What follows belongs to an exercise in optimizing a design on an open flow for small area, a short achievable clock period and few clock cycles per item; a production flow would make more cautious choices. Function was not checked in any run shown here: the RTL went through the layout flow alone.

==> design.v <==
module masked_sbox_pipe (
  input  logic        clk,
  input  logic        rst,
  input  logic        in_valid,
  output logic        in_ready,
  input  logic        in_encrypt,
  input  logic [31:0] in_a,
  input  logic [31:0] in_m,
  input  logic [31:0] in_n,
  input  logic        flush,
  output logic        out_valid,
  input  logic        out_ready,
  output logic [31:0] out_q,
  output logic [31:0] out_n,
  output logic        mask_err
);
  logic        v, err, e_q, ld, zero;
  logic [31:0] t_d, t_q, n_q;
  logic [3:0] ld_l;
  assign ld = ld_l[0];
  rdy_gate u_rdy (.v(v), .r(out_ready), .f(flush), .y(in_ready));
  always_comb begin
    zero = 1'b0;
    for (int i = 0; i < 4; i++)
      zero = zero | (in_m[8*i +: 8] == 8'h00) | (in_n[8*i +: 8] == 8'h00);
  end
  for (genvar i = 0; i < 4; i++) begin : g_lane
    ld_gate  u_ld  (.v(v), .r(out_ready), .y(ld_l[i]));
    sbox_in  u_in  (.a(in_a[8*i +: 8]), .m(in_m[8*i +: 8]), .e(in_encrypt), .t(t_d[8*i +: 8]));
    sbox_out u_out (.tq(t_q[8*i +: 8]), .eq(e_q), .n(n_q[8*i +: 8]), .y(out_q[8*i +: 8]));
  end
  assign out_valid = v;
  assign out_n     = n_q;
  assign mask_err  = err;
  always_ff @(posedge clk or posedge rst) begin
    if (rst) begin
      v   <= 1'b0;
      err <= 1'b0;
    end else if (flush) begin
      v   <= 1'b0;
      err <= 1'b0;
    end else begin
      if (ld) v <= in_valid;
      if (in_valid & ld & zero) err <= 1'b1;
    end
  end
  always_ff @(posedge clk) begin
    if (ld) e_q <= in_encrypt;
  end
  for (genvar i = 0; i < 4; i++) begin : g_reg
    always_ff @(posedge clk) begin
      if (ld_l[i]) begin
        t_q[8*i +: 8] <= t_d[8*i +: 8];
        n_q[8*i +: 8] <= in_n[8*i +: 8];
      end
    end
  end
endmodule
module ld_gate (input logic v, input logic r, output logic y);
  assign y = ~v | r;
endmodule
module rdy_gate (input logic v, input logic r, input logic f, output logic y);
  assign y = (~v | r) & ~f;
endmodule
module sbox_in (
  input  logic [7:0] a,
  input  logic [7:0] m,
  input  logic e,
  output logic [7:0] t
);
  logic s1, s2, s3, s4, s5, s6, s7, s8, s9, s10, s11, s12, s13, s14, s15, s16, s17, s18, s19, s20, s21, s22, s23, s24, s25, s26, s27;
  c_xnor g0 (.a(a[0]), .b(m[0]), .y(s1));
  c_xor g1 (.a(a[1]), .b(m[1]), .y(s2));
  c_xor g2 (.a(a[2]), .b(m[2]), .y(s3));
  c_xor g3 (.a(a[3]), .b(m[3]), .y(s4));
  c_xor g4 (.a(a[4]), .b(m[4]), .y(s5));
  c_xor g5 (.a(a[5]), .b(m[5]), .y(s6));
  c_xor g6 (.a(a[6]), .b(m[6]), .y(s7));
  c_xor g7 (.a(a[7]), .b(m[7]), .y(s8));
  c_xor g8 (.a(s5), .b(s7), .y(s9));
  c_xnor g9 (.a(s5), .b(s8), .y(s10));
  c_xnor g10 (.a(s7), .b(s10), .y(s11));
  c_xnor g11 (.a(s1), .b(s2), .y(s12));
  c_xor g12 (.a(s9), .b(s12), .y(s13));
  c_xnor g13 (.a(s6), .b(s13), .y(s14));
  c_xor g14 (.a(s5), .b(s14), .y(s15));
  c_xor g15 (.a(s2), .b(s14), .y(s16));
  c_xnor g16 (.a(s10), .b(s16), .y(s17));
  c_xor g17 (.a(s2), .b(s15), .y(s18));
  c_xor g18 (.a(s4), .b(s12), .y(s19));
  c_xor g19 (.a(s10), .b(s19), .y(s20));
  c_xor g20 (.a(s7), .b(s19), .y(s21));
  c_xnor g21 (.a(s3), .b(s21), .y(s22));
  c_xor g22 (.a(s3), .b(s8), .y(s23));
  c_xor g23 (.a(s15), .b(s23), .y(s24));
  c_xor g24 (.a(s6), .b(s23), .y(s25));
  c_xor g25 (.a(s13), .b(s21), .y(s26));
  c_xnor g26 (.a(s1), .b(s26), .y(s27));
  c_muxi g27 (.s(e), .a(s15), .b(s9), .y(t[0]));
  c_muxi g28 (.s(e), .a(s17), .b(s21), .y(t[1]));
  c_muxi g29 (.s(e), .a(s24), .b(s10), .y(t[2]));
  c_muxi g30 (.s(e), .a(s16), .b(s13), .y(t[3]));
  c_muxi g31 (.s(e), .a(s18), .b(s27), .y(t[4]));
  c_muxi g32 (.s(e), .a(s22), .b(s14), .y(t[5]));
  c_muxi g33 (.s(e), .a(s20), .b(s11), .y(t[6]));
  c_muxi g34 (.s(e), .a(s1), .b(s25), .y(t[7]));
endmodule
module sbox_out (
  input  logic [7:0] tq,
  input  logic eq,
  input  logic [7:0] n,
  output logic [7:0] y
);
  logic s42, s43, s44, s45, s46, s47, s48, s49, s50, s51, s52, s53, s54, s55, s56, s57, s58, s59, s60, s61, s62, s63, s64, s65, s66, s67, s68, s69, s70, s71, s72, s73, s74, s75, s76, s77, s78, s79, s80, s81, s82, s83, s84, s85, s86, s87, s88, s89, s90, s91, s92, s93, s94, s95, s96, s97, s98, s99, s100, s101, s102, s103, s104, s105, s106, s107, s108, s109, s110, s111, s112, s113, s114, s115, s116, s117, s118, s119, s120, s121, s122, s123, s124, s125, s126, s127, s128, s129, s130, s131, s132, s133, s134, s135, s136, s137, s138, s139, s140, s141, s142, s143, s144, s145, s146, s147, s148, s150, s153, s155, s157, s159, s162, s165, s167;
  logic [3:0] iv1;
  gf16inv h1 (.a({s82, s81, s80, s79}), .y(iv1));
  assign s83 = iv1[0];
  assign s84 = iv1[1];
  assign s85 = iv1[2];
  assign s86 = iv1[3];
  c_xor g0 (.a(tq[4]), .b(tq[0]), .y(s42));
  c_xor g1 (.a(tq[5]), .b(tq[1]), .y(s43));
  c_xor g2 (.a(tq[6]), .b(tq[2]), .y(s44));
  c_xor g3 (.a(tq[7]), .b(tq[3]), .y(s45));
  c_xor g4 (.a(tq[6]), .b(tq[4]), .y(s46));
  c_xor g5 (.a(tq[7]), .b(tq[5]), .y(s47));
  c_xor g6 (.a(tq[2]), .b(tq[0]), .y(s48));
  c_xor g7 (.a(tq[3]), .b(tq[1]), .y(s49));
  c_xor g8 (.a(s47), .b(s46), .y(s50));
  c_xor g9 (.a(s49), .b(s48), .y(s51));
  c_nand g10 (.a(s50), .b(s51), .y(s52));
  c_nand g11 (.a(s46), .b(s48), .y(s53));
  c_xor g12 (.a(s53), .b(s52), .y(s54));
  c_nand g13 (.a(s47), .b(s49), .y(s55));
  c_xor g14 (.a(s55), .b(s52), .y(s56));
  c_xor g15 (.a(s54), .b(s56), .y(s57));
  c_xor g16 (.a(tq[7]), .b(tq[6]), .y(s58));
  c_xor g17 (.a(tq[3]), .b(tq[2]), .y(s59));
  c_nand g18 (.a(s58), .b(s59), .y(s60));
  c_nand g19 (.a(tq[6]), .b(tq[2]), .y(s61));
  c_xor g20 (.a(s61), .b(s60), .y(s62));
  c_nand g21 (.a(tq[7]), .b(tq[3]), .y(s63));
  c_xor g22 (.a(s63), .b(s60), .y(s64));
  c_xor g23 (.a(tq[5]), .b(tq[4]), .y(s65));
  c_xor g24 (.a(tq[1]), .b(tq[0]), .y(s66));
  c_nand g25 (.a(s65), .b(s66), .y(s67));
  c_nand g26 (.a(tq[4]), .b(tq[0]), .y(s68));
  c_xor g27 (.a(s68), .b(s67), .y(s69));
  c_nand g28 (.a(tq[5]), .b(tq[1]), .y(s70));
  c_xor g29 (.a(s70), .b(s67), .y(s71));
  c_xor g30 (.a(s69), .b(s56), .y(s72));
  c_xor g31 (.a(s71), .b(s57), .y(s73));
  c_xor g32 (.a(s62), .b(s56), .y(s74));
  c_xor g33 (.a(s64), .b(s57), .y(s75));
  c_xor g34 (.a(s42), .b(s43), .y(s76));
  c_xor g35 (.a(s43), .b(s45), .y(s77));
  c_xor g36 (.a(s42), .b(s44), .y(s78));
  c_xor g37 (.a(s72), .b(s76), .y(s79));
  c_xor g38 (.a(s73), .b(s43), .y(s80));
  c_xor g39 (.a(s74), .b(s77), .y(s81));
  c_xor g40 (.a(s75), .b(s78), .y(s82));
  c_xor g45 (.a(s85), .b(s83), .y(s87));
  c_xor g46 (.a(s86), .b(s84), .y(s88));
  c_xor g47 (.a(s88), .b(s87), .y(s89));
  c_nand g48 (.a(s89), .b(s51), .y(s90));
  c_nand g49 (.a(s87), .b(s48), .y(s91));
  c_xor g50 (.a(s91), .b(s90), .y(s92));
  c_nand g51 (.a(s88), .b(s49), .y(s93));
  c_xor g52 (.a(s93), .b(s90), .y(s94));
  c_xor g53 (.a(s92), .b(s94), .y(s95));
  c_xor g54 (.a(s86), .b(s85), .y(s96));
  c_nand g55 (.a(s96), .b(s59), .y(s97));
  c_nand g56 (.a(s85), .b(tq[2]), .y(s98));
  c_xor g57 (.a(s98), .b(s97), .y(s99));
  c_nand g58 (.a(s86), .b(tq[3]), .y(s100));
  c_xor g59 (.a(s100), .b(s97), .y(s101));
  c_xor g60 (.a(s84), .b(s83), .y(s102));
  c_nand g61 (.a(s102), .b(s66), .y(s103));
  c_nand g62 (.a(s83), .b(tq[0]), .y(s104));
  c_xor g63 (.a(s104), .b(s103), .y(s105));
  c_nand g64 (.a(s84), .b(tq[1]), .y(s106));
  c_xor g65 (.a(s106), .b(s103), .y(s107));
  c_xor g66 (.a(s105), .b(s94), .y(s108));
  c_xor g67 (.a(s107), .b(s95), .y(s109));
  c_xor g68 (.a(s99), .b(s94), .y(s110));
  c_xor g69 (.a(s101), .b(s95), .y(s111));
  c_nand g70 (.a(s89), .b(s50), .y(s112));
  c_nand g71 (.a(s87), .b(s46), .y(s113));
  c_xor g72 (.a(s113), .b(s112), .y(s114));
  c_nand g73 (.a(s88), .b(s47), .y(s115));
  c_xor g74 (.a(s115), .b(s112), .y(s116));
  c_xor g75 (.a(s114), .b(s116), .y(s117));
  c_nand g76 (.a(s96), .b(s58), .y(s118));
  c_nand g77 (.a(s85), .b(tq[6]), .y(s119));
  c_xor g78 (.a(s119), .b(s118), .y(s120));
  c_nand g79 (.a(s86), .b(tq[7]), .y(s121));
  c_xor g80 (.a(s121), .b(s118), .y(s122));
  c_nand g81 (.a(s102), .b(s65), .y(s123));
  c_nand g82 (.a(s83), .b(tq[4]), .y(s124));
  c_xor g83 (.a(s124), .b(s123), .y(s125));
  c_nand g84 (.a(s84), .b(tq[5]), .y(s126));
  c_xor g85 (.a(s126), .b(s123), .y(s127));
  c_xor g86 (.a(s125), .b(s116), .y(s128));
  c_xor g87 (.a(s127), .b(s117), .y(s129));
  c_xor g88 (.a(s120), .b(s116), .y(s130));
  c_xor g89 (.a(s122), .b(s117), .y(s131));
  c_xnor g90 (.a(s131), .b(s109), .y(s132));
  c_xnor g91 (.a(s130), .b(s110), .y(s133));
  c_xnor g92 (.a(s128), .b(s133), .y(s134));
  c_xor g93 (.a(s128), .b(s110), .y(s135));
  c_xor g94 (.a(s128), .b(s108), .y(s136));
  c_xnor g95 (.a(s129), .b(s136), .y(s137));
  c_xnor g96 (.a(s130), .b(s137), .y(s138));
  c_xor g97 (.a(s131), .b(s108), .y(s139));
  c_xnor g98 (.a(s129), .b(s139), .y(s140));
  c_xnor g99 (.a(s128), .b(s137), .y(s141));
  c_xor g100 (.a(s111), .b(s135), .y(s142));
  c_xnor g101 (.a(s132), .b(s142), .y(s143));
  c_xnor g102 (.a(s140), .b(s142), .y(s144));
  c_xor g103 (.a(s130), .b(s143), .y(s145));
  c_xor g104 (.a(s108), .b(s134), .y(s146));
  c_xnor g105 (.a(s140), .b(s146), .y(s147));
  c_xnor g106 (.a(s132), .b(s146), .y(s148));
  c_muxi g107 (.s(eq), .a(s140), .b(s111), .y(s150));
  c_xnor g108 (.a(s150), .b(n[0]), .y(y[0]));
  c_muxi g109 (.s(eq), .a(s137), .b(s136), .y(s153));
  c_xnor g110 (.a(s153), .b(n[1]), .y(y[1]));
  c_muxi g111 (.s(eq), .a(s143), .b(s138), .y(s155));
  c_xnor g112 (.a(s155), .b(n[2]), .y(y[2]));
  c_muxi g113 (.s(eq), .a(s147), .b(s144), .y(s157));
  c_xnor g114 (.a(s157), .b(n[3]), .y(y[3]));
  c_muxi g115 (.s(eq), .a(s134), .b(s139), .y(s159));
  c_xnor g116 (.a(s159), .b(n[4]), .y(y[4]));
  c_muxi g117 (.s(eq), .a(s132), .b(s145), .y(s162));
  c_xnor g118 (.a(s162), .b(n[5]), .y(y[5]));
  c_muxi g119 (.s(eq), .a(s133), .b(s148), .y(s165));
  c_xnor g120 (.a(s165), .b(n[6]), .y(y[6]));
  c_muxi g121 (.s(eq), .a(s135), .b(s141), .y(s167));
  c_xnor g122 (.a(s167), .b(n[7]), .y(y[7]));
endmodule
module gf16inv (input logic [3:0] a, output logic [3:0] y);
  always_comb begin
    case (a)
      4'd0: y = 4'd0;
      4'd1: y = 4'd4;
      4'd2: y = 4'd12;
      4'd3: y = 4'd8;
      4'd4: y = 4'd1;
      4'd5: y = 4'd10;
      4'd6: y = 4'd14;
      4'd7: y = 4'd13;
      4'd8: y = 4'd3;
      4'd9: y = 4'd11;
      4'd10: y = 4'd5;
      4'd11: y = 4'd9;
      4'd12: y = 4'd2;
      4'd13: y = 4'd7;
      4'd14: y = 4'd6;
      4'd15: y = 4'd15;
      default: y = 4'd0;
    endcase
  end
endmodule
module c_muxi (input logic s, input logic a, input logic b, output logic y);
  assign y = ~(s ? a : b);
endmodule
module c_nand (input logic a, input logic b, output logic y);
  assign y = ~(a & b);
endmodule
module c_xnor (input logic a, input logic b, output logic y);
  assign y = ~(a ^ b);
endmodule
module c_xor (input logic a, input logic b, output logic y);
  assign y = a ^ b;
endmodule
==> flow/run.sh <==
#!/bin/bash
set -euo pipefail
export BUFFER_PORTS_ARGS="-buffer_cell sky130_fd_sc_hd__buf_1"
bash standard.sh > standard_flow.log 2>&1
==> standard.sh <==
#!/bin/bash
# synth_recipe.tcl (not shown) runs the flow's synth.tcl, then flattens the netlist and writes it again
# the make line also repeats each setting of config.mk as NAME=value (left out here)
make -C /OpenROAD-flow-scripts/flow DESIGN_CONFIG=/design/flow/config.mk WORK_HOME=/design/flow/orfs CLKGATE_MAP_FILE= SYNTH_SCRIPT=/design/flow/synth_recipe.tcl "${@:-finish}"
==> config.mk <==
export PLATFORM = sky130hd
export DESIGN_NAME = masked_sbox_pipe
export DESIGN_NICKNAME = masked_sbox_pipe
export VERILOG_FILES = /design/flow/design.v
export SDC_FILE = /design/flow/constraint.sdc
export NUM_CORES = 4
export LEC_CHECK = 0
export ABC_CLOCK_PERIOD_IN_PS = 27000
export CAP_MARGIN = 20
export CORE_MARGIN = 2
export CORE_UTILIZATION = 40
export SLEW_MARGIN = 20
export SYNTH_HIERARCHICAL = 1
==> constraint.sdc <==
create_clock -name core_clock -period 27.0 [get_ports {clk}]
set_input_delay 5.4000 -clock core_clock [delete_from_list [all_inputs] [get_ports {clk}]]
set_output_delay 5.4000 -clock core_clock [all_outputs]
set_load 0.01 [all_outputs]
==> summary.txt, run 1 <==
hold_buf cts=0; CTS tree=yes; CTS Root Cell=clkbuf_16; first-pass GRT wire length=27.12 mm; vias in the first global route=5590; antenna diode count=0; Setup CP Type=reg -> out; Inserted Clock Buffers=9; Tcrit/Tclk final=0.4399; Via-to-Cell Ratio=4.693; Initial Util=0.4081; DR pass1 iterations=4; clock sinks=67; largest net degree at the start of global routing=34; placed wire-length estimate=14.47 mm; clock transition at the registers of the reported paths=60 ps; DRT antenna net count=0; Setup Buffers After CTS=0; syn avg cell area=9.700 um^2; total gr overflow=0; total number of vias=5660; Fmax=84.20 MHz; IO Pins=169; Worst Setup Start Kind=flop; post-synthesis sequential area ratio=0.2623; I/O Buffers=168; DR iter-0 viols=179; Setup crit end kind=output pin; dpl ws=15460 ps; Unique masters post-synth=22; synthesized area=7634 um^2; Final min period=11880 ps; non-filler cells, final=1206; all-layer global routing usage=0.1696; initial antenna violation count=0; critical path arrival=6480 ps; Slew HR=0.3319; cells after synthesis=787; slew at the pin closest to its max-slew limit=1002 ps; Final Hold Viols=0; Worst-Skew Late Latency=340 ps; most common cell after layout, fill and taps aside=xor2_1; die extent in y=142.1 um; Syn Nets=897; required time of the worst setup path=21600 ps; Routed WL per cell=14.13 um; peak fanout along the critical path=6; GPL Wtd Cong=0.8618; # DRC=0; area grow syn2layout=16.36%; post-placement cell area=8566 um^2; Horiz. Die Dim=142.1 um; core area=18710 um^2; CTS resizes=0; Nets=1077; placed cells=1190; Syn. warnings=8; Final Max Tran Viols=0; #FFs+latches synth=67; Hold Crit Class=reg -> reg; MaxCap Viol Count=0; commonest non-fill, non-tap cells in the layout=336 x xor2_1, 167 x buf_1, 117 x nand2_1; skew final=4.609 ps; final WL=17.05 mm; share of layout cells above drive strength 1=0.02984; Final setup viols=0; CTS H-tree depth=3; setup TNS=0 ps; Finished Cell Area=8882 um^2; RSZ-0062 raised after global routing=no; # rows=50; status=complete, no violations; final setup margin=15120 ps; Die Area=20210 um^2; CTS Buffer Depth=2; fin util=0.4748
==> critical path: stages (launching register included) <==
cell and delay, ps:
edfxtp_1 500, xor2_1 320, xor2_1 210, nand2_1 120, xor2_1 350, xor2_1 290, xor2_1 210, xor2_1 390
inv_1 90, ha_1 300, nor2_1 60, o22ai_1 420, xor2_1 310, xor2_1 210, nand2_1 130, xor2_1 350
xor2_1 470, xor2_1 280, xor2_1 280, xnor2_1 150, xor2_1 180, mux2i_1 200, xnor2_1 140, buf_1 180
==> registers in the layout, summed over array words and instances (netlist names) <==
| name | count |
|---|---|
| e_q | 1 |
| t_q | 32 |
| err | 1 |
| n_q | 32 |
| v | 1 |
==> worst paths after layout <==
| path | from | end | slack, ps | cells past startpoint |
|---|---|---|---|---|
| hold / removal | err | err | 570 | 2 |
| setup / recovery | t_q[20] | out_q[21] | 15120 | 23 |
| min in group asynchronous | rst | err | 4900 | 2 |
| setup reg to reg | v | err | 25300 | 5 |
| hold reg to reg | err | err | 570 | 2 |
| max in group asynchronous | rst | v | 21970 | 2 |
==> kinds of logic after synthesis <==
group           after synthesis  share of synthesized area
mux                          68                    0.09572
fa+ha+maj                     8                    0.01311
buf+inv                      23                    0.01131
flops                        67                     0.2623
compound gates               20                    0.01885
simple gates                157                    0.08933
xor+xnor                    444                     0.5094
==> cell usage after synthesis (all sizes together) <==
cell | count | area, um^2
ha | 8 | 100.1
o221ai | 4 | 35.03
nor2 | 5 | 18.77
edfxtp | 65 | 1952
inv | 23 | 86.33
nand3b | 4 | 30.03
xnor2 | 108 | 945.9
a22o | 4 | 40.04
mux2i | 64 | 640.6
o21ai | 2 | 10.00
o22ai | 4 | 25.02
xor2 | 336 | 2943
dfrtp | 2 | 50.05
a21oi | 6 | 33.78
nor4 | 16 | 100.1
nand4 | 2 | 12.51
mux4 | 4 | 90.09
nand2b | 13 | 81.33
nand2 | 117 | 439.2
==> modules after synthesis (local to each module, per instance), excerpt <==
module / area [um^2] / times used / cells inside
masked_sbox_pipe: 2181 / 1 / 101
gf16inv: 120.1 / 4 / 16
c_muxi: 10.01 / 64 / 1
c_xnor: 8.758 / 108 / 1
c_xor: 8.758 / 336 / 1
ld_gate: 6.256 / 4 / 1
==> metal layers <==
layer / global-route usage / up-vias / wire length (um)
li1: - / 2942 / -
met1: 0.2249 / 2542 / 8183
met2: 0.2888 / 164 / 7786
met3: 0.03163 / 12 / 923
met4: 0.03579 / 0 / 152
met5: 0 / - / 0
==> cell type report <==
cell class / count / area [um^2]
repair buffers: 169 / 639.4
inverters: 23 / 86.33
multi-input cells: 697 / 5545
flip-flops and latches: 67 / 2002
fillers: 1847 / 9823
clock inverters: 7 / 91.34
well taps: 234 / 292.8
clock buffers: 9 / 225.2
==> metrics by stage <==
stage / hold slack (ps)
floorplan: 559.6
global placement: 580.5
detailed placement: 585.5
CTS: 593.2
global route: 631.9
finish: 573.4
==> run 2, diff against run 1 <==
==> flow/run.sh (replaced) <==
#!/bin/bash
set -euo pipefail
export BUFFER_PORTS_ARGS="-buffer_cell sky130_fd_sc_hd__buf_1"
export CTS_ARGS="-sink_clustering_enable -repair_clock_nets -dont_use_dummy_load -buf_list sky130_fd_sc_hd__clkbuf_8"
bash standard.sh > standard_flow.log 2>&1
==> summary.txt, run 2 <==
Fmax=84.24 MHz (was 84.20 MHz); #FFs+latches synth=67 (unchanged); Setup Buffers After CTS=0 (unchanged); Final min period=11870 ps (was 11880 ps); final WL=16.94 mm (was 17.05 mm); Initial Util=0.4081 (unchanged); Tcrit/Tclk final=0.4397 (was 0.4399); CP bufs+invs=2 (unchanged); MaxCap Viol Count=0 (unchanged); Syn. warnings=8 (unchanged); I/O Buffers=168 (unchanged); Setup CP Type=reg -> out (unchanged); count leader, synth=xor2_1 (unchanged); top post-synthesis cells by count=336 x xor2_1, 117 x nand2_1, 108 x xnor2_1, 65 x edfxtp_1, 64 x mux2i_1 (unchanged); Nets=1078 (was 1077); Slew HR=0.3447 (was 0.3319); IO Pins=169 (unchanged); CTS resizes=0 (unchanged); CTS tree=yes (unchanged); final setup margin=15130 ps (was 15120 ps); Inserted Clock Buffers=9 (unchanged); hold_buf cts=0 (unchanged); post-synthesis sequential area ratio=0.2623 (unchanged); crit-path most repeated cell=xor2_1 (unchanged); Post-synth EDFFs=65 (unchanged); GPL Wtd Cong=0.8618 (unchanged); # DRC=0 (unchanged); core area=18710 um^2 (unchanged); first-pass GRT wire length=26.96 mm (was 27.12 mm); Die Area=20210 um^2 (unchanged); R2R depth=5 (unchanged); Routed WL per cell=14.12 um (was 14.13 um); Area contributors post-synth=xor2_1 39%, edfxtp_1 26%, xnor2_1 12% (unchanged); top-area cell type share of the netlist area=0.3855 (unchanged); clock transition at the registers of the reported paths=70 ps (was 60 ps); Unique masters post-synth=22 (unchanged); cells after synthesis=787 (unchanged); CP startpoint=t_q[20] (unchanged); leading area contributor after synthesis=xor2_1 (unchanged); skew final=20.68 ps (was 4.609 ps); Via-to-Cell Ratio=4.677 (was 4.693); total number of vias=5612 (was 5660); share of layout cells above drive strength 1=0.02588 (was 0.02984); setup TNS=0 ps (unchanged); Final setup viols=0 (unchanged); total gr overflow=0 (unchanged); reg-to-reg endpoint=err (unchanged); CTS Root Cell=clkbuf_8 (was clkbuf_16); DR iter-0 viols=197 (was 179); crit path cell chain=xor2_1 > xor2_1 > nand2_1 > xor2_1 > xor2_1 > xor2_1 > xor2_1 > inv_1 > ha_1 > nor2_1 > o22ai_1 > xor2_1 > xor2_1 > nand2_1 > xor2_1 > xor2_1 > xor2_1 > xor2_1 > xnor2_1 > xor2_1 > mux2i_1 > xnor2_1 > buf_1 (unchanged); antenna diode count=0 (unchanged); worst hold stages=2 (unchanged); slew at the pin closest to its max-slew limit=982.9 ps (was 1002 ps); largest net degree at the start of global routing=34 (unchanged); ys async rst share=0.02985 (unchanged); CTS H-tree depth=3 (unchanged); dpl ws=15460 ps (unchanged); DR pass1 iterations=4 (unchanged); Max stage delay on crit path=500 ps (about the same); Worst Hold Endpoint=err (unchanged); hold wc startpoint=err (unchanged); die extent in y=142.1 um (unchanged); syn avg cell area=9.700 um^2 (unchanged); Slowest cell on crit path=edfxtp_1 (unchanged); clock sinks=67 (unchanged); initial antenna violation count=0 (unchanged); Worst Setup Start Kind=flop (unchanged); most common cell after layout, fill and taps aside=xor2_1 (unchanged); CTS Buffer Depth=2 (unchanged); Setup crit end kind=output pin (unchanged); synthesized area=7634 um^2 (unchanged); R2R Path Start=v (unchanged); area grow syn2layout=14.19% (was 16.36%); all-layer global routing usage=0.1691 (was 0.1696); RSZ-0062 raised after global routing=no (unchanged); Final Hold Viols=0 (unchanged); status=complete, no violations (unchanged); cell family with most CP delay=XOR/XNOR gates (unchanged); Final Max Tran Viols=0 (unchanged); ys flop type=edfxtp_1 (unchanged); required time of the worst setup path=21600 ps (about the same); # rows=50 (unchanged); DRT antenna net count=0 (unchanged); peak fanout along the critical path=6 (unchanged); Horiz. Die Dim=142.1 um (unchanged); Worst-Skew Late Latency=350 ps (was 340 ps); Hold Crit Class=reg -> reg (unchanged); commonest non-fill, non-tap cells in the layout=336 x xor2_1, 167 x buf_1, 117 x nand2_1 (unchanged); Final Hold Slack=575.1 ps (was 573.4 ps); critical path arrival=6470 ps (was 6480 ps); Syn Nets=897 (unchanged); worst reg2reg setup slack=25320 ps (was 25300 ps); placed wire-length estimate=14.47 mm (unchanged); biggest regs=n_q x32, t_q x32 (unchanged); vias in the first global route=5565 (was 5590)
## run 2: logic make-up after synthesis
logic type / synth area share
muxes: 0.09572
DFF: 0.2623
buffers and inverters: 0.01131
and+or+nand+nor: 0.08933
AOI/OAI and AO/OA: 0.01885
adders and majority gates: 0.01311
xor gates and xnor gates: 0.5094
## run 2: modules after synthesis, one instance, submodules excluded, a selection
module            times used  flops+latches  cell area [um^2]  cells inside
masked_sbox_pipe           1             67              2181           101
gf16inv                    4              0             120.1            16
rdy_gate                   1              0             12.51             2
c_xnor                   108              0             8.758             1
c_xor                    336              0             8.758             1
ld_gate                    4              0             6.256             1
c_nand                   108              0             3.754             1
## run 2: area by class of cell
type / count / area (um^2)
flip-flops and latches: 67 / 2002
inverters: 23 / 86.33
repair buffers: 170 / 666.9
clock buffers: 9 / 123.9
multi-input cells: 697 / 5545
fillers: 1864 / 9988
well taps: 234 / 292.8
## run 2: worst max path at each step
| stage | to | slack (ps) | depth (start not counted) |
|---|---|---|---|
| 2_1_floorplan | in_ready | 16020 | 2 |
| 3_3_place_gp | out_q[5] | 15510 | 23 |
| 3_5_place_dp | out_q[5] | 15460 | 23 |
| 4_1_cts | out_q[5] | 15060 | 23 |
| 5_1_grt | out_q[19] | 14410 | 23 |
| 6_report | out_q[21] | 15130 | 23 |
## run 2: worst min-delay path, stage by stage, from the launching register on
cell and delay [ps]:
dfrtp_1 410, inv_1 60, o21ai_0 70
## run 2: per-stage QoR
step / instance area (um^2) / utilization / std cells
after floorplan: 7634 / - / 787
after global placement: 8566 / 0.4579 / 1190
after detailed placement: 8566 / 0.4579 / 1190
after CTS: 8690 / 0.4645 / 1199
after global routing: 8717 / 0.4660 / 1200
final: 8717 / 0.4660 / 1200
## run 2: per-layer routing
metal / routed length [um] / vias to the layer above / global-route usage
met5: 0 / - / 0
met4: 147 / 0 / 0.03895
met3: 910 / 8 / 0.03264
met2: 7699 / 155 / 0.2860
met1: 8184 / 2509 / 0.2236
li1: - / 2940 / -
==> run 3, diff against run 2 <==
==> flow/run.sh (replaced) <==
#!/bin/bash
set -euo pipefail
export BUFFER_PORTS_ARGS="-buffer_cell sky130_fd_sc_hd__buf_1"
export CTS_ARGS="-sink_clustering_enable -repair_clock_nets -dont_use_dummy_load -buf_list sky130_fd_sc_hd__clkbuf_8 -sink_clustering_size 30 -sink_clustering_max_diameter 300"
bash standard.sh > standard_flow.log 2>&1
==> summary.txt, run 3 <==
status=complete, no violations (unchanged); MaxCap Viol Count=0 (unchanged); syn avg cell area=9.700 um^2 (unchanged); Tcrit/Tclk final=0.4397 (unchanged); CTS tree=yes (unchanged); Die Area=20210 um^2 (unchanged); Worst Hold Endpoint=err (unchanged); crit-path most repeated cell=xor2_1 (unchanged); top post-synthesis cells by count=336 x xor2_1, 117 x nand2_1, 108 x xnor2_1, 65 x edfxtp_1, 64 x mux2i_1 (unchanged); Worst Setup Start Kind=flop (unchanged); count leader, synth=xor2_1 (unchanged); R2R depth=5 (unchanged); top-area cell type share of the netlist area=0.3855 (unchanged); # DRC=0 (unchanged); leading area contributor after synthesis=xor2_1 (unchanged); Unique masters post-synth=22 (unchanged); crit path cell chain=xor2_1 > xor2_1 > nand2_1 > xor2_1 > xor2_1 > xor2_1 > xor2_1 > inv_1 > ha_1 > nor2_1 > o22ai_1 > xor2_1 > xor2_1 > nand2_1 > xor2_1 > xor2_1 > xor2_1 > xor2_1 > xnor2_1 > xor2_1 > mux2i_1 > xnor2_1 > buf_1 (unchanged); reg-to-reg endpoint=err (unchanged); required time of the worst setup path=21600 ps (about the same); CTS H-tree depth=3 (unchanged); GPL Wtd Cong=0.8618 (unchanged); ys flop type=edfxtp_1 (unchanged); Slew HR=0.3447 (unchanged); worst hold stages=2 (unchanged); Horiz. Die Dim=142.1 um (unchanged); Nets=1078 (unchanged); commonest non-fill, non-tap cells in the layout=336 x xor2_1, 167 x buf_1, 117 x nand2_1 (unchanged); Area contributors post-synth=xor2_1 39%, edfxtp_1 26%, xnor2_1 12% (unchanged); global routing's busiest layer=met2 (unchanged); IO Pins=169 (unchanged); CTS resizes=0 (unchanged); Final Hold Slack=575.1 ps (unchanged); all-layer global routing usage=0.1691 (unchanged); DR pass1 iterations=4 (unchanged); Setup Buffers After CTS=0 (unchanged); core area=18710 um^2 (unchanged); final WL=16.94 mm (unchanged); final setup margin=15130 ps (unchanged); DRT antenna net count=0 (unchanged); dpl ws=15460 ps (unchanged); Worst-Skew Late Latency=350 ps (about the same); I/O Buffers=168 (unchanged); skew final=20.68 ps (unchanged); ys async rst share=0.02985 (unchanged); Syn Nets=897 (unchanged); share of layout cells above drive strength 1=0.02588 (unchanged); cell family with most CP delay=XOR/XNOR gates (unchanged); post-synthesis sequential area ratio=0.2623 (unchanged); slew at the pin closest to its max-slew limit=982.9 ps (unchanged); Final Hold Viols=0 (unchanged); synthesized area=7634 um^2 (unchanged); Routed WL per cell=14.12 um (unchanged); met2 usage=0.2860 (unchanged); #FFs+latches synth=67 (unchanged); GRT met1 Usage=0.2236 (unchanged); Hold Crit Class=reg -> reg (unchanged); initial antenna violation count=0 (unchanged); Post-synth EDFFs=65 (unchanged); placed wire-length estimate=14.47 mm (unchanged); Max stage delay on crit path=500 ps (about the same); M3 GR Usage=0.03264 (unchanged); Inserted Clock Buffers=9 (unchanged); die extent in y=142.1 um (unchanged); setup TNS=0 ps (unchanged); Final min period=11870 ps (unchanged); Syn. warnings=8 (unchanged); total number of vias=5612 (unchanged); largest net degree at the start of global routing=34 (unchanged); fin util=0.4660 (unchanged); cells after synthesis=787 (unchanged); biggest regs=n_q x32, t_q x32 (unchanged); CTS Buffer Depth=2 (unchanged); clock sinks=67 (unchanged); Initial Util=0.4081 (unchanged); area grow syn2layout=14.19% (unchanged); total gr overflow=0 (unchanged); Setup CP Type=reg -> out (unchanged); vias in the first global route=5565 (unchanged); R2R Path Start=v (unchanged); peak fanout along the critical path=6 (unchanged); DR iter-0 viols=197 (unchanged); antenna diode count=0 (unchanged); RSZ-0062 raised after global routing=no (unchanged); Final Max Tran Viols=0 (unchanged); Fmax=84.24 MHz (unchanged); Via-to-Cell Ratio=4.677 (unchanged); hold_buf cts=0 (unchanged); CTS Root Cell=clkbuf_8 (unchanged); most common cell after layout, fill and taps aside=xor2_1 (unchanged); CP bufs+invs=2 (unchanged); clock transition at the registers of the reported paths=70 ps (about the same); first-pass GRT wire length=26.96 mm (unchanged); critical path arrival=6470 ps (about the same); Final setup viols=0 (unchanged); hold wc startpoint=err (unchanged); # rows=50 (unchanged); worst reg2reg setup slack=25320 ps (about the same); Slowest cell on crit path=edfxtp_1 (unchanged); Setup crit end kind=output pin (unchanged)
[run 3: cell counts after synthesis]
No cell type changed its count.
[run 3: how the worst max path moves through the flow]
stage	to	cells past startpoint	startpoint	slack, ps
2_1_floorplan	in_ready	2	out_ready	16020
3_3_place_gp	out_q[5]	23	t_q[4]	15510
3_5_place_dp	out_q[5]	23	t_q[4]	15460
4_1_cts	out_q[5]	23	t_q[4]	15060
5_1_grt	out_q[19]	23	t_q[17]	14410
6_report	out_q[21]	23	t_q[20]	15130
[run 3: kinds of logic (layout without fill, tap and decap cells)]
| kind of cell | count (synthesis) | count (layout) | synth area share |
|---|---|---|---|
| DFF | 67 | 67 | 0.2623 |
| buffers and inverters | 23 | 202 | 0.01131 |
| AOI/OAI and AO/OA | 20 | 20 | 0.01885 |
| and+or+nand+nor | 157 | 157 | 0.08933 |
| muxes | 68 | 68 | 0.09572 |
| xor gates and xnor gates | 444 | 444 | 0.5094 |
| adders and majority gates | 8 | 8 | 0.01311 |
[run 3: per-layer routing]
layer	wire length [um]	part of all wire
met5	0	0
met4	147	0.0087
met3	910	0.054
met2	7699	0.45
met1	8184	0.48
[run 3: worst min-delay path: cells and delay by family, from the launching register on]
family                 cells  cell delay, ps
buffers and inverters      1              60
flip-flops                 1             410
AO/OA/AOI/OAI              1              70
[run 3: cell type report]
cell class,count,area (um^2)
fillers,1864,9988
flip-flops and latches,67,2002
well taps,234,292.8
clock buffers,9,123.9
inverters,23,86.33
repair buffers,170,666.9
multi-input cells,697,5545
[run 3: per-stage QoR]
step                      area [um^2]  instances
after floorplan                  7634        787
after global routing             8717       1200
after detailed placement         8566       1190
after global placement           8566       1190
final                            8717       1200
after CTS                        8690       1199
[run 3: per-module statistics from Yosys (local to each module, per instance), a selection]
module	cell area, um^2	copies in the design	cells
c_xnor	8.758	108	1
c_nand	3.754	108	1
ld_gate	6.256	4	1
c_xor	8.758	336	1
gf16inv	120.1	4	16
rdy_gate	12.51	1	2
masked_sbox_pipe	2181	1	101
c_muxi	10.01	64	1

==> static timing again, ports no longer ideal <==
In the flow no input, the clock included, has a driving cell. The finished layouts below were timed again as built, in two steps.
Step 1: set_driving_cell puts a clkbuf_16 on clk and a buf_2 on each other input, an assumption about the parent block.
Step 2 times the ports against the registers' clock, not the clock port: input delays grow and output delays shrink by t, the midpoint of the rising clock arrivals with the driver on.
a / b / c = ideal ports / drivers / drivers and shift; a / b = the first two.
run | t (ns) | setup slack, ns | slew at the worst register clock pin (ns) | cell pins on the clock port's net
run 1 | 0.373 | 15.123 / 15.084 / 15.458 | 0.06 / 0.06 | 1
run 2 | 0.384 | 15.129 / 15.090 / 15.474 | 0.08 / 0.08 | 1
run 3 | 0.384 | 15.129 / 15.090 / 15.474 | 0.08 / 0.08 | 1
After both steps every run listed still meets setup and hold.
